This is an optimization exercise on Yosys and OpenROAD, whose aim is small area and a short achievable clock period, not a production implementation.
Only simulation tests tie the RTL to the original design; equivalence was not proved.
Power is estimated from default activity; no workload was simulated.

Setup of indigo:
==> flow/design.v (excerpt) <==
module mips_processor
#(
  parameter int aBit = 6,
  parameter int nBit = 32
) (
  input  logic            clk,
  input  logic            rst,
  input  logic            request,
  input  logic [aBit-1:0] addr,
  input  logic [nBit-1:0] din,
  output logic [nBit-1:0] dout,
  output logic            acknowledge,
  output logic            carry,
  output logic            overflow,
  output logic            equal
);
  logic [CW-1:0]   imem [2**aBit];
  logic [nBit-1:0] regs [16];
  logic [15:0]     valid;
  logic [aBit-1:0] pc;       
  logic [7:0]      fl, fh;
  logic [CW-1:0]   pf;
  logic            pf_v;
  logic            e_we, e_as, e_sub, e_and, e_or, e_xor, e_sll, e_comp;
  logic [3:0]      e_rd;
  logic [15:0]     e_wen;    
  logic [nBit-1:0] opa, opb;
  logic [nBit-1:0] res;
  logic            alu_c, alu_v, alu_eq;
  assign acknowledge = request;
  logic [CW-1:0] din_c;
  always_comb begin
    din_c        = '0;
    din_c[19:16] = din[RD_LSB +: 4];
    if (din[OP_LSB +: 4] == OP_LI) begin
      din_c[20]   = 1'b1;
      din_c[15:0] = din[15:0];
    end else begin
      din_c[15:12] = (din[OP_LSB +: 4] > OP_COMP) ? OP_NOP : din[OP_LSB +: 4];
      din_c[11:8]  = din[RS_LSB +: 4];
      din_c[4:0]   = (din[OP_LSB +: 4] == OP_SLL) ? din[4:0] : {1'b0, din[RT_LSB +: 4]};
    end
  end
  always_ff @(posedge clk)
    if (request) imem[addr] <= din_c;
  logic [CW-1:0] rdw;
  logic [CW-1:0] grp [8];
  always_comb begin
    rdw = '0;
    for (int j = 0; j < 8; j++) begin
      grp[j] = '0;
      for (int k = 0; k < 8; k++)
        grp[j] = grp[j] | ({CW{fl[k]}} & imem[8*j+k]);
      rdw = rdw | ({CW{fh[j]}} & grp[j]);
    end
  end
  always_ff @(posedge clk)
    if (!request)         pf <= rdw;
    else if (addr == pc)  pf <= din_c;
  logic [CW-1:0] w;
  logic          f_li, f_as, f_sub, f_and, f_or, f_xor, f_sll, f_comp, f_mov, f_not, f_we;
  logic [3:0]    f_op, f_rs, f_rt;
  assign w      = pf_v ? pf : imem[1];
  assign f_li   = w[20];
  assign f_op   = w[15:12];
  assign f_as   = !f_li && (f_op == OP_ADD || f_op == OP_SUB);
  assign f_sub  = !f_li && f_op == OP_SUB;
  assign f_and  = !f_li && f_op == OP_AND;
  assign f_mov  = !f_li && f_op == OP_MOV;
  assign f_not  = !f_li && f_op == OP_NOT;
  assign f_or   = f_li || (f_op == OP_OR) || f_mov;
  assign f_xor  = !f_li && (f_op == OP_XOR || f_op == OP_NOT);
  ...
clock: 8.5 ns
lec_check: 0
abc_clock_period_in_ps: 3500
cap_margin: 20
core_margin: 2
core_utilization: 40
cts_cluster_diameter: 100
cts_cluster_size: 22
setup_slack_margin: 4.5
slew_margin: 20
run.sh (not shown) runs the stock make flow with config.mk's settings and CLKGATE_MAP_FILE= SYNTH_SCRIPT=/design/flow/synth_recipe.tcl, a recipe that flattens the netlist after the stock synthesis.
Setup changes, indigo to violet
Settings: a change of CTS_CLUSTER_SIZE from 22 to 26; a change of SETUP_SLACK_MARGIN from 4.5 to 5.0.
==> comparison <==
The portion of total power attributed to sequential cells of indigo and that of violet are within noise of each other. Density: violet denser than indigo. In the tables for violet and indigo, depth of the worst register-to-register path reads lower with indigo. When the final numbers for violet and indigo were put side by side, the number of clock-tree buffers in the layout turned out to be greater in indigo. When the final numbers for violet and indigo were put side by side, the sequential share of layout area turned out to be greater in indigo. violet has number of cells in the finished layout apart from fillers above what indigo had. Routed wire in violet totals more than in indigo. NOTE number of ordinary and repair buffers in the finished layout indigo->violet increased by more than a quarter. In terms of number of instances in the placed design, indigo and violet differ only marginally.
Relative to violet, the following input files were edited for umber:
Settings: removing CTS_CLUSTER_DIAMETER (formerly 100); removing CTS_CLUSTER_SIZE (formerly 26).
==> flow/flow/run.sh (new file) <==
#!/bin/bash
set -euo pipefail
bash standard.sh MATCH_CELL_FOOTPRINT=0 finish > make_finish.log 2>&1
test -f out/final.def
==> flow/standard.sh (new file) <==
#!/bin/bash
# synth_recipe.tcl (not shown) runs the flow's synth.tcl, then flattens the netlist and writes it again
# the make line also repeats each setting of config.mk as NAME=value (left out here)
make -C /OpenROAD-flow-scripts/flow DESIGN_CONFIG=/design/flow/config.mk WORK_HOME=/design/flow/orfs CLKGATE_MAP_FILE= SYNTH_SCRIPT=/design/flow/synth_recipe.tcl "${@:-finish}"
removed: flow/run.sh
### Flow results
Compared to violet, the routing of umber uses more wire. violet → umber: total global routing track utilization up 0.39 points, final instance area up about 3.7%, sequential cell area share down 2.3 points, number of multi-input combinational cells flat. In the tables for umber and violet, non-clock buffer count reads lower with umber. From violet to umber the numbers moved as follows: met1 demand-to-capacity share in global routing went up by 0.15 points, power climbed 3.5 mW, remaining antenna violation count after routing about even, number of standard cells in the final layout excluding fillers rose 2.3%. Looking at start-to-end type of the worst setup path, the in2out result is from violet; the reg2reg one comes from umber. umber: clock period minus final worst setup slack 0.047 ns above violet. umber ended up with opa[3]$_SDFFCE_PP0N_ as its last element of the critical path; violet ended up with acknowledge.
Setup changes, umber to sierra
Settings: an added CTS_CLUSTER_SIZE of 22; a change of CORE_UTILIZATION from 40 to 55; an added CTS_CLUSTER_DIAMETER of 100.
==> flow/run.sh (new file) <==
#!/bin/bash
# synth_recipe.tcl (not shown) runs the flow's synth.tcl, then flattens the netlist and writes it again
# the make line also repeats each setting of config.mk as NAME=value (left out here)
make -C /OpenROAD-flow-scripts/flow DESIGN_CONFIG=/design/flow/config.mk WORK_HOME=/design/flow/orfs CLKGATE_MAP_FILE= SYNTH_SCRIPT=/design/flow/synth_recipe.tcl finish
removed: flow/flow/run.sh
removed: flow/standard.sh
### Flow results
On smallest setup slack after layout: sierra sits above umber. Against umber, sierra reports a sequential group share of total power that is higher. Compared with umber, in sierra internal power fell by about 15%, highest cell delay on the worst timing path fell by 0.55 ns, clock skew fell by 0.048 ns, adder-cell share of the synthesized area stayed essentially flat. Combined flip-flop and latch cell area of sierra is on par with umber. sierra against umber: first-pass GRT wire length moved down; post-route total power moved down; depth of the CTS H-tree moved down.

## afterwards: timing with drivers on the ports
The results above use ideal ports. As a check the final layouts listed here were re-extracted and re-timed, cells and wires unchanged. Step 1 assumes that a clkbuf_16 drives the clock port and a buf_2 every other input. Step 2 also shifts input and output timing later by t, the mid clock arrival at the registers, as if the neighbouring blocks saw the same clock. Three values: no drivers, after step 1, after step 2; two values: the first two.
run | t (ns) | setup WS [ns] | hold WS [ns] | worst slew at a driven data input, ns
indigo | 0.855 | 4.373 / 4.380 / 3.526 | 0.485 / 0.485 / 0.485 | 0.11
violet | 0.850 | 4.866 / 4.718 / 4.188 | 0.485 / 0.485 / 0.485 | 0.19
umber | 0.909 | 4.819 / 4.819 / 4.020 | 0.477 / 0.477 / 0.477 | 0.10
sierra | 0.858 | 4.845 / 4.655 / 4.106 | 0.479 / 0.479 / 0.479 | 0.29
After both steps setup and hold are still met in every run listed. The setup slack of indigo, which loses most, moves by +0.007 ns with the drivers and by -0.847 ns with both steps.
